This design comes from an exercise in tuning for small area, a short achievable clock period and few clock cycles on the open sky130 flow, not from production work.
Function was checked by simulation only, so behaviour that the tests miss may differ from the original.
Power and IR drop assume default switching activity.

==> flow/design.v <==
`timescale 1ns / 1ps
`default_nettype none
package hdc_pkg;
   localparam int WINDOW_DEPTH = 16;
   localparam int IDX_W        = $clog2(WINDOW_DEPTH);
   localparam int COUNT_W      = $clog2(WINDOW_DEPTH + 1);
   localparam int REG_W  = 5;
   localparam int KIND_W = 3;
   localparam int OIDX_W = 4;
   localparam logic [KIND_W-1:0] KIND_RAW  = 3'd0;
   localparam logic [KIND_W-1:0] KIND_WAR  = 3'd1;
   localparam logic [KIND_W-1:0] KIND_WAW  = 3'd2;
   localparam logic [KIND_W-1:0] KIND_NONE = 3'd3;
   localparam logic [KIND_W-1:0] KIND_FULL = 3'd4;
   localparam int HIT_RAW = 0;
   localparam int HIT_WAR = 1;
   localparam int HIT_WAW = 2;
endpackage
`default_nettype wire
`timescale 1ns / 1ps
`default_nettype none
module hdc_cell (
   input  wire logic                      clock,
   input  wire logic                      wr_en,
   input  wire logic                      live,
   input  wire logic [hdc_pkg::REG_W-1:0] c_dst,
   input  wire logic                      c_dok,
   input  wire logic [hdc_pkg::REG_W-1:0] c_sa,
   input  wire logic                      c_aok,
   input  wire logic [hdc_pkg::REG_W-1:0] c_sb,
   input  wire logic                      c_bok,
   output logic [hdc_pkg::REG_W-1:0]      dst,
   output logic [2:0]                     hit
);
   logic [hdc_pkg::REG_W-1:0] e_dst, e_sa, e_sb;
   logic                      e_dok, e_aok, e_bok;
   always_ff @(posedge clock) begin
      if (wr_en) begin
         e_dst <= c_dst;
         e_dok <= c_dok;
         e_sa  <= c_sa;
         e_aok <= c_aok;
         e_sb  <= c_sb;
         e_bok <= c_bok;
      end
   end
   assign hit[hdc_pkg::HIT_RAW] = live && e_dok &&
                                  ((c_aok && e_dst == c_sa) || (c_bok && e_dst == c_sb));
   assign hit[hdc_pkg::HIT_WAR] = live && c_dok &&
                                  ((e_aok && e_sa == c_dst) || (e_bok && e_sb == c_dst));
   assign hit[hdc_pkg::HIT_WAW] = live && e_dok && c_dok && e_dst == c_dst;
   assign dst = e_dst;
endmodule
`default_nettype wire
`timescale 1ns / 1ps
`default_nettype none
module instruction_hazard_detector_top (
   input  wire logic                       clock,
   input  wire logic                       reset,
   input  wire logic                       req_valid,
   output logic                            req_stall,
   input  wire logic                       req_start_program,
   input  wire logic [hdc_pkg::REG_W-1:0]  req_dest_reg,
   input  wire logic                       req_dest_present,
   input  wire logic [hdc_pkg::REG_W-1:0]  req_src_a_reg,
   input  wire logic                       req_src_a_present,
   input  wire logic [hdc_pkg::REG_W-1:0]  req_src_b_reg,
   input  wire logic                       req_src_b_present,
   output logic                            rsp_valid,
   input  wire logic                       rsp_stall,
   output logic [hdc_pkg::KIND_W-1:0]      rsp_dep_kind,
   output logic [hdc_pkg::OIDX_W-1:0]      rsp_earlier_index,
   output logic [hdc_pkg::OIDX_W-1:0]      rsp_later_index,
   output logic [hdc_pkg::REG_W-1:0]       rsp_shared_reg,
   output logic                            rsp_last_result
);
   localparam int D = hdc_pkg::WINDOW_DEPTH;
   localparam int N = 3 * D;
   logic [hdc_pkg::COUNT_W-1:0] count_ff, count_in;
   logic [N-1:0]                pend_ff, pend_in;
   logic                        fullk_ff, fullk_in;    
   logic [hdc_pkg::REG_W-1:0]   cdst_ff, cdst_in;
   logic [hdc_pkg::IDX_W-1:0]   later_ff, later_in;
   logic                        busy_ff, busy_in;      
   logic                        single_ff, single_in;  
   logic                        rsp_valid_ff, rsp_valid_in;
   logic [hdc_pkg::KIND_W-1:0]  kind_ff, kind_in;
   logic [hdc_pkg::OIDX_W-1:0]  early_ff, early_in;
   logic [hdc_pkg::OIDX_W-1:0]  late_ff, late_in;
   logic [hdc_pkg::REG_W-1:0]   shreg_ff, shreg_in;
   logic                        last_ff, last_in;
   logic [hdc_pkg::COUNT_W-1:0] eff_count;
   logic [hdc_pkg::IDX_W-1:0]   pos;
   logic                        full, accept, load, out_free, move, pend_any;
   logic                        hits_one, pend_two;
   logic [N-1:0]                hits, clr;
   logic [D-1:0]                ent_any, sel;
   logic [hdc_pkg::REG_W*D-1:0] dsts;
   logic [2:0]                  kind_sel;
   logic [hdc_pkg::IDX_W-1:0]   sel_idx;
   logic [hdc_pkg::REG_W-1:0]   sel_dst;
   assign pend_any  = |pend_ff;
   assign out_free  = !rsp_valid_ff || !rsp_stall;
   assign req_stall = busy_ff && !(single_ff && out_free);
   assign accept    = req_valid && !req_stall;
   assign move      = busy_ff && out_free;
   assign eff_count = req_start_program ? '0 : count_ff;
   assign full      = eff_count == hdc_pkg::COUNT_W'(D);
   assign pos       = eff_count[hdc_pkg::IDX_W-1:0];
   assign load      = accept && !full;
   for (genvar i = 0; i < D; i++) begin : g_cell
      hdc_cell u_cell (
         .clock (clock),
         .wr_en (load && pos == hdc_pkg::IDX_W'(i)),
         .live  (hdc_pkg::COUNT_W'(i) < eff_count),
         .c_dst (req_dest_reg),
         .c_dok (req_dest_present),
         .c_sa  (req_src_a_reg),
         .c_aok (req_src_a_present),
         .c_sb  (req_src_b_reg),
         .c_bok (req_src_b_present),
         .dst   (dsts[hdc_pkg::REG_W*i +: hdc_pkg::REG_W]),
         .hit   (hits[3*i +: 3])
      );
   end
   always_comb begin
      logic [63:0] ha, hm, pa, pm, pt;
      ha = 64'(hits);
      hm = '0;
      pa = 64'(pend_ff);
      pm = '0;
      pt = '0;
      for (int l = 1; l <= 6; l++) begin
         for (int j = 0; j < (64 >> l); j++) begin
            hm[j] = hm[2*j] | hm[2*j+1] | (ha[2*j] & ha[2*j+1]);
            ha[j] = ha[2*j] | ha[2*j+1];
            pt[j] = pt[2*j] | pt[2*j+1] | (pm[2*j] & pa[2*j+1]) | (pa[2*j] & pm[2*j+1]);
            pm[j] = pm[2*j] | pm[2*j+1] | (pa[2*j] & pa[2*j+1]);
            pa[j] = pa[2*j] | pa[2*j+1];
         end
      end
      hits_one = !hm[0];
      pend_two = !pt[0];
   end
   always_comb begin
      logic seen;
      seen = 1'b0;
      clr      = '0;
      kind_sel = '0;
      sel_idx  = '0;
      sel_dst  = '0;
      for (int i = 0; i < D; i++) begin
         ent_any[i] = |pend_ff[3*i +: 3];
         sel[i]     = ent_any[i] && !seen;
         seen       = seen || ent_any[i];
      end
      for (int i = 0; i < D; i++) begin
         logic [2:0] pk;
         pk[0] = pend_ff[3*i];
         pk[1] = pend_ff[3*i+1] && !pend_ff[3*i];
         pk[2] = pend_ff[3*i+2] && !pend_ff[3*i+1] && !pend_ff[3*i];
         clr[3*i +: 3] = sel[i] ? pk : 3'b000;
         kind_sel = kind_sel | clr[3*i +: 3];
         sel_idx  = sel_idx | (sel[i] ? hdc_pkg::IDX_W'(i) : '0);
         sel_dst  = sel_dst | (sel[i] ? dsts[hdc_pkg::REG_W*i +: hdc_pkg::REG_W] : '0);
      end
   end
   always_comb begin
      count_in     = count_ff;
      pend_in      = pend_ff;
      fullk_in     = fullk_ff;
      cdst_in      = cdst_ff;
      later_in     = later_ff;
      rsp_valid_in = rsp_valid_ff && rsp_stall;
      kind_in      = kind_ff;
      early_in     = early_ff;
      late_in      = late_ff;
      shreg_in     = shreg_ff;
      last_in      = last_ff;
      busy_in      = busy_ff;
      single_in    = single_ff;
      if (move) begin
         rsp_valid_in = 1'b1;
         pend_in      = pend_ff & ~clr;
         busy_in      = !single_ff;
         single_in    = pend_two;
         if (pend_any) begin
            early_in = sel_idx;
            late_in  = later_ff;
            last_in  = single_ff;
            if (kind_sel[hdc_pkg::HIT_RAW]) begin
               kind_in  = hdc_pkg::KIND_RAW;
               shreg_in = sel_dst;
            end else if (kind_sel[hdc_pkg::HIT_WAR]) begin
               kind_in  = hdc_pkg::KIND_WAR;
               shreg_in = cdst_ff;
            end else begin
               kind_in  = hdc_pkg::KIND_WAW;
               shreg_in = cdst_ff;
            end
         end else begin
            kind_in  = fullk_ff ? hdc_pkg::KIND_FULL : hdc_pkg::KIND_NONE;
            early_in = '0;
            late_in  = fullk_ff ? '0 : later_ff;
            shreg_in = '0;
            last_in  = 1'b1;
         end
      end
      if (accept) begin
         pend_in  = full ? '0 : hits;
         busy_in  = 1'b1;
         single_in = full || hits_one;
         fullk_in = full;
         cdst_in  = req_dest_reg;
         later_in = pos;
         count_in = full ? eff_count : eff_count + hdc_pkg::COUNT_W'(1);
      end
   end
   always_ff @(posedge clock) begin
      if (reset) begin
         count_ff     <= '0;
         pend_ff      <= '0;
         busy_ff      <= 1'b0;
         single_ff    <= 1'b1;
         rsp_valid_ff <= 1'b0;
      end else begin
         count_ff     <= count_in;
         pend_ff      <= pend_in;
         busy_ff      <= busy_in;
         single_ff    <= single_in;
         rsp_valid_ff <= rsp_valid_in;
      end
      fullk_ff <= fullk_in;
      cdst_ff  <= cdst_in;
      later_ff <= later_in;
      kind_ff  <= kind_in;
      early_ff <= early_in;
      late_ff  <= late_in;
      shreg_ff <= shreg_in;
      last_ff  <= last_in;
   end
   assign rsp_valid         = rsp_valid_ff;
   assign rsp_dep_kind      = kind_ff;
   assign rsp_earlier_index = early_ff;
   assign rsp_later_index   = late_ff;
   assign rsp_shared_reg    = shreg_ff;
   assign rsp_last_result   = last_ff;
endmodule
`default_nettype wire
export LEC_CHECK = 0
export CAP_MARGIN = 20
export CORE_MARGIN = 2
export CORE_UTILIZATION = 40
export SLEW_MARGIN = 20
create_clock -name core_clock -period 4.5 [get_ports {clock}]
run.sh (not shown) runs the stock make flow with config.mk's settings and CLKGATE_MAP_FILE= SYNTH_SCRIPT=/design/flow/synth_recipe.tcl, a recipe that flattens the netlist after the stock synthesis.
Testbench counts at the start, summed over its fixed seeds: cycles 6,807.
Edit:
--- a/flow/design.v
+++ b/flow/design.v
@@ -78,11 +78,10 @@
    localparam int N = 3 * D;
    logic [hdc_pkg::COUNT_W-1:0] count_ff, count_in;
    logic [N-1:0]                pend_ff, pend_in;
+   logic                        fresh_ff, fresh_in;    
    logic                        fullk_ff, fullk_in;    
    logic [hdc_pkg::REG_W-1:0]   cdst_ff, cdst_in;
    logic [hdc_pkg::IDX_W-1:0]   later_ff, later_in;
-   logic                        busy_ff, busy_in;      
-   logic                        single_ff, single_in;  
    logic                        rsp_valid_ff, rsp_valid_in;
    logic [hdc_pkg::KIND_W-1:0]  kind_ff, kind_in;
    logic [hdc_pkg::OIDX_W-1:0]  early_ff, early_in;
@@ -91,8 +90,7 @@
    logic                        last_ff, last_in;
    logic [hdc_pkg::COUNT_W-1:0] eff_count;
    logic [hdc_pkg::IDX_W-1:0]   pos;
-   logic                        full, accept, load, out_free, move, pend_any;
-   logic                        hits_one, pend_two;
+   logic                        full, accept, load, out_free, busy, single, move, pend_any;
    logic [N-1:0]                hits, clr;
    logic [D-1:0]                ent_any, sel;
    logic [hdc_pkg::REG_W*D-1:0] dsts;
@@ -100,10 +98,11 @@
    logic [hdc_pkg::IDX_W-1:0]   sel_idx;
    logic [hdc_pkg::REG_W-1:0]   sel_dst;
    assign pend_any  = |pend_ff;
+   assign busy      = pend_any || fresh_ff;
    assign out_free  = !rsp_valid_ff || !rsp_stall;
-   assign req_stall = busy_ff && !(single_ff && out_free);
+   assign req_stall = busy && !(single && out_free);
    assign accept    = req_valid && !req_stall;
-   assign move      = busy_ff && out_free;
+   assign move      = busy && out_free;
    assign eff_count = req_start_program ? '0 : count_ff;
    assign full      = eff_count == hdc_pkg::COUNT_W'(D);
    assign pos       = eff_count[hdc_pkg::IDX_W-1:0];
@@ -124,23 +123,14 @@
       );
    end
    always_comb begin
-      logic [63:0] ha, hm, pa, pm, pt;
-      ha = 64'(hits);
-      hm = '0;
-      pa = 64'(pend_ff);
-      pm = '0;
-      pt = '0;
-      for (int l = 1; l <= 6; l++) begin
-         for (int j = 0; j < (64 >> l); j++) begin
-            hm[j] = hm[2*j] | hm[2*j+1] | (ha[2*j] & ha[2*j+1]);
-            ha[j] = ha[2*j] | ha[2*j+1];
-            pt[j] = pt[2*j] | pt[2*j+1] | (pm[2*j] & pa[2*j+1]) | (pa[2*j] & pm[2*j+1]);
-            pm[j] = pm[2*j] | pm[2*j+1] | (pa[2*j] & pa[2*j+1]);
-            pa[j] = pa[2*j] | pa[2*j+1];
-         end
-      end
-      hits_one = !hm[0];
-      pend_two = !pt[0];
+      logic a, m;
+      a = 1'b0;
+      m = 1'b0;
+      for (int j = 0; j < N; j++) begin
+         m = m | (a & pend_ff[j]);
+         a = a | pend_ff[j];
+      end
+      single = !m;
    end
    always_comb begin
       logic seen;
@@ -168,6 +158,7 @@
    always_comb begin
       count_in     = count_ff;
       pend_in      = pend_ff;
+      fresh_in     = fresh_ff;
       fullk_in     = fullk_ff;
       cdst_in      = cdst_ff;
       later_in     = later_ff;
@@ -177,17 +168,14 @@
       late_in      = late_ff;
       shreg_in     = shreg_ff;
       last_in      = last_ff;
-      busy_in      = busy_ff;
-      single_in    = single_ff;
       if (move) begin
          rsp_valid_in = 1'b1;
          pend_in      = pend_ff & ~clr;
-         busy_in      = !single_ff;
-         single_in    = pend_two;
+         fresh_in     = 1'b0;
          if (pend_any) begin
             early_in = sel_idx;
             late_in  = later_ff;
-            last_in  = single_ff;
+            last_in  = single;
             if (kind_sel[hdc_pkg::HIT_RAW]) begin
                kind_in  = hdc_pkg::KIND_RAW;
                shreg_in = sel_dst;
@@ -208,8 +196,7 @@
       end
       if (accept) begin
          pend_in  = full ? '0 : hits;
-         busy_in  = 1'b1;
-         single_in = full || hits_one;
+         fresh_in = 1'b1;
          fullk_in = full;
          cdst_in  = req_dest_reg;
          later_in = pos;
@@ -220,14 +207,12 @@
       if (reset) begin
          count_ff     <= '0;
          pend_ff      <= '0;
-         busy_ff      <= 1'b0;
-         single_ff    <= 1'b1;
+         fresh_ff     <= 1'b0;
          rsp_valid_ff <= 1'b0;
       end else begin
          count_ff     <= count_in;
          pend_ff      <= pend_in;
-         busy_ff      <= busy_in;
-         single_ff    <= single_in;
+         fresh_ff     <= fresh_in;
          rsp_valid_ff <= rsp_valid_in;
       end
       fullk_ff <= fullk_in;
=> Global-route usage drops by 0.32 points; fmax fell by 13%; via count goes down by 8.5%; worst hold slack improved by 20 ps; combinational power went up by 37%.
Testbench counts after the change, summed over its fixed seeds: cycles 6,807.


Another version of the RTL of instruction_hazard_detector_top (not shown whole).
For scale: about 1900 cells after synthesis, about 470 flip-flops, roughly 42 I/O pins.
make LEC_CHECK=0 ABC_CLOCK_PERIOD_IN_PS=2000 CAP_MARGIN=20 CORE_MARGIN=2 CORE_UTILIZATION=50 CTS_CLUSTER_DIAMETER=100 CTS_CLUSTER_SIZE=25 SETUP_SLACK_MARGIN=2.5 SLEW_MARGIN=20 TNS_END_PERCENT=0 finish   # period 4.5 ns
The starting point produced a clean layout.
Testbench counts at the start, summed over its fixed seeds: cycles 6,815.
Change:
--- a/flow/design.v
+++ b/flow/design.v
@@ -72,23 +72,24 @@
    output logic [hdc_pkg::OIDX_W-1:0]      rsp_earlier_index,
    output logic [hdc_pkg::OIDX_W-1:0]      rsp_later_index,
    output logic [hdc_pkg::REG_W-1:0]       rsp_shared_reg,
    output logic                            rsp_last_result
 );
    localparam int D  = hdc_pkg::WINDOW_DEPTH;
-   localparam int N  = 3 * D;
+   localparam int C  = D - 1;
+   localparam int N  = 3 * C;
    localparam int RW = hdc_pkg::KIND_W + 2 * hdc_pkg::OIDX_W + hdc_pkg::REG_W + 1;
    logic [hdc_pkg::COUNT_W-1:0] count_ff, count_in;
    logic                        qv_ff, qv_in;
    logic [N-1:0]                qhits_ff, qhits_in;
    logic                        qfull_ff, qfull_in;
    logic [hdc_pkg::REG_W-1:0]   qdst_ff, qdst_in;
    logic [hdc_pkg::IDX_W-1:0]   qlater_ff, qlater_in;
    logic [N-1:0]                pend_ff, pend_in;
-   logic [D-1:0]                pany_ff, pany_in;      
-   logic [D-1:0]                sel_ff, sel_in;        
+   logic [C-1:0]                pany_ff, pany_in;      
+   logic [C-1:0]                sel_ff, sel_in;        
    logic                        fullk_ff, fullk_in;    
    logic [hdc_pkg::REG_W-1:0]   cdst_ff, cdst_in;
    logic [hdc_pkg::IDX_W-1:0]   later_ff, later_in;
    logic                        busy_ff, busy_in;      
    logic                        single_ff, single_in;  
    logic                        ov_ff, ov_in;
@@ -97,48 +98,48 @@
    logic [RW-1:0]               head_ff, head_in, item;
    logic [hdc_pkg::COUNT_W-1:0] eff_count;
    logic [hdc_pkg::IDX_W-1:0]   pos;
    logic                        full, accept, hfree, move, qmove;
    logic                        hits_one, pend_two;
    logic [N-1:0]                hits, clr;
-   logic [D-1:0]                qany, pany_mv, one_left, sel2;
+   logic [C-1:0]                qany, pany_mv, one_left, sel2;
    logic                        sel_done;
-   logic [hdc_pkg::REG_W*D-1:0] dsts;
+   logic [hdc_pkg::REG_W*C-1:0] dsts;
    logic [2:0]                  kind_sel;
    logic [hdc_pkg::IDX_W-1:0]   sel_idx;
    logic [hdc_pkg::REG_W-1:0]   sel_dst;
    logic [hdc_pkg::KIND_W-1:0]  it_kind;
    logic [hdc_pkg::OIDX_W-1:0]  it_early, it_late;
    logic [hdc_pkg::REG_W-1:0]   it_sh;
    logic                        it_last;
-   function automatic logic [D-1:0] lowest(input logic [D-1:0] v);
-      logic [D-1:0] r;
-      for (int i = 0; i < D; i++) begin
-         r[i] = v[i] && !(|(v & D'((1 << i) - 1)));
+   function automatic logic [C-1:0] lowest(input logic [C-1:0] v);
+      logic [C-1:0] r;
+      for (int i = 0; i < C; i++) begin
+         r[i] = v[i] && !(|(v & C'((1 << i) - 1)));
       end
       lowest = r;
    endfunction
    assign hfree     = !hv_ff || !rsp_stall;
    assign move      = busy_ff && hfree;
    assign qmove     = qv_ff && (!busy_ff || (single_ff && move));
    assign req_stall = qv_ff && !qmove;
    assign accept    = req_valid && !req_stall;
    assign eff_count = req_start_program ? '0 : count_ff;
    assign full      = eff_count == hdc_pkg::COUNT_W'(D);
    assign pos       = eff_count[hdc_pkg::IDX_W-1:0];
-   logic [D-1:0] wr_en;
+   logic [C-1:0] wr_en;
    always_comb begin
-      for (int i = 0; i < D; i++) begin
+      for (int i = 0; i < C; i++) begin
          if (i == 0) begin
             wr_en[i] = req_start_program ? accept : (count_ff == '0);
          end else begin
             wr_en[i] = !req_start_program && count_ff == hdc_pkg::COUNT_W'(i);
          end
       end
    end
-   for (genvar i = 0; i < D; i++) begin : g_cell
+   for (genvar i = 0; i < C; i++) begin : g_cell
       hdc_cell u_cell (
          .clock (clock),
          .wr_en (wr_en[i]),
          .live  (hdc_pkg::COUNT_W'(i) < eff_count),
          .c_dst (req_dest_reg),
          .c_dok (req_dest_present),
@@ -149,13 +150,18 @@
          .dst   (dsts[hdc_pkg::REG_W*i +: hdc_pkg::REG_W]),
          .hit   (hits[3*i +: 3])
       );
    end
    always_comb begin
       logic [D-1:0] ha, hm, pa, pm, pt;
-      for (int i = 0; i < D; i++) begin
+      ha = '0;
+      hm = '0;
+      pa = '0;
+      pm = '0;
+      pt = '0;
+      for (int i = 0; i < C; i++) begin
          logic h0, h1, h2, p0, p1, p2;
          {h2, h1, h0} = qhits_ff[3*i +: 3];
          {p2, p1, p0} = pend_ff[3*i +: 3];
          ha[i] = h0 | h1 | h2;
          hm[i] = (h0 & h1) | (h0 & h2) | (h1 & h2);
          pa[i] = pany_ff[i];
@@ -176,13 +182,13 @@
    end
    always_comb begin
       clr      = '0;
       kind_sel = '0;
       sel_idx  = '0;
       sel_dst  = '0;
-      for (int i = 0; i < D; i++) begin
+      for (int i = 0; i < C; i++) begin
          logic [2:0] pk;
          pk[0] = pend_ff[3*i];
          pk[1] = pend_ff[3*i+1] && !pend_ff[3*i];
          pk[2] = !pend_ff[3*i+1] && !pend_ff[3*i];
          clr[3*i +: 3] = sel_ff[i] ? pk : 3'b000;
          kind_sel = kind_sel | clr[3*i +: 3];
Result: The new run finished clean; setup slack loses 0.075 ns; first-iteration DRC count came out lower by 7.0%; design area came out lower by 7.8%; total power decreases by 5.5%; sequential power goes down by 5.2%; clock-buffer cell count decreases by 1; final cell count went down by 6.5%; sequential share of layout area rose by 1.3 points.
Testbench counts after the change, summed over its fixed seeds: cycles 6,815.

-- static timing again, ports no longer ideal --
No port has a modelled driver above. Below, the same layouts with a new extraction and two added sets of constraints. Step 1: set_driving_cell puts a clkbuf_16 on clock and a buf_2 on each other input, an assumption about the parent block. Step 2 adds t to the input delays and takes it off the output delays; t is the mean of the earliest and latest rising clock arrival at the registers after step 1. Input paths then give back, and output paths get back, about the clock's delay inside the block. Three values: no drivers, after step 1, after step 2; two values: the first two.
| run | t (ns) | setup slack, ns | worst register clock-pin slew, ns |
|---|---|---|---|
| the first run of note 1 | 0.623 | 0.783 / 0.783 / 0.325 | 0.06 / 0.06 |
| the second run of note 1 | 0.623 | 0.235 / 0.180 / 0.380 | 0.07 / 0.07 |
| the first run of note 2 | 0.630 | 2.111 / 2.103 / 1.567 | 0.11 / 0.11 |
| the second run of note 2 | 0.633 | 2.036 / 2.018 / 1.513 | 0.12 / 0.12 |
After both steps every run listed still meets setup and hold. For the first run of note 2, which loses most, drivers alone change the setup slack by -0.008 ns; drivers and shift together by -0.544 ns.
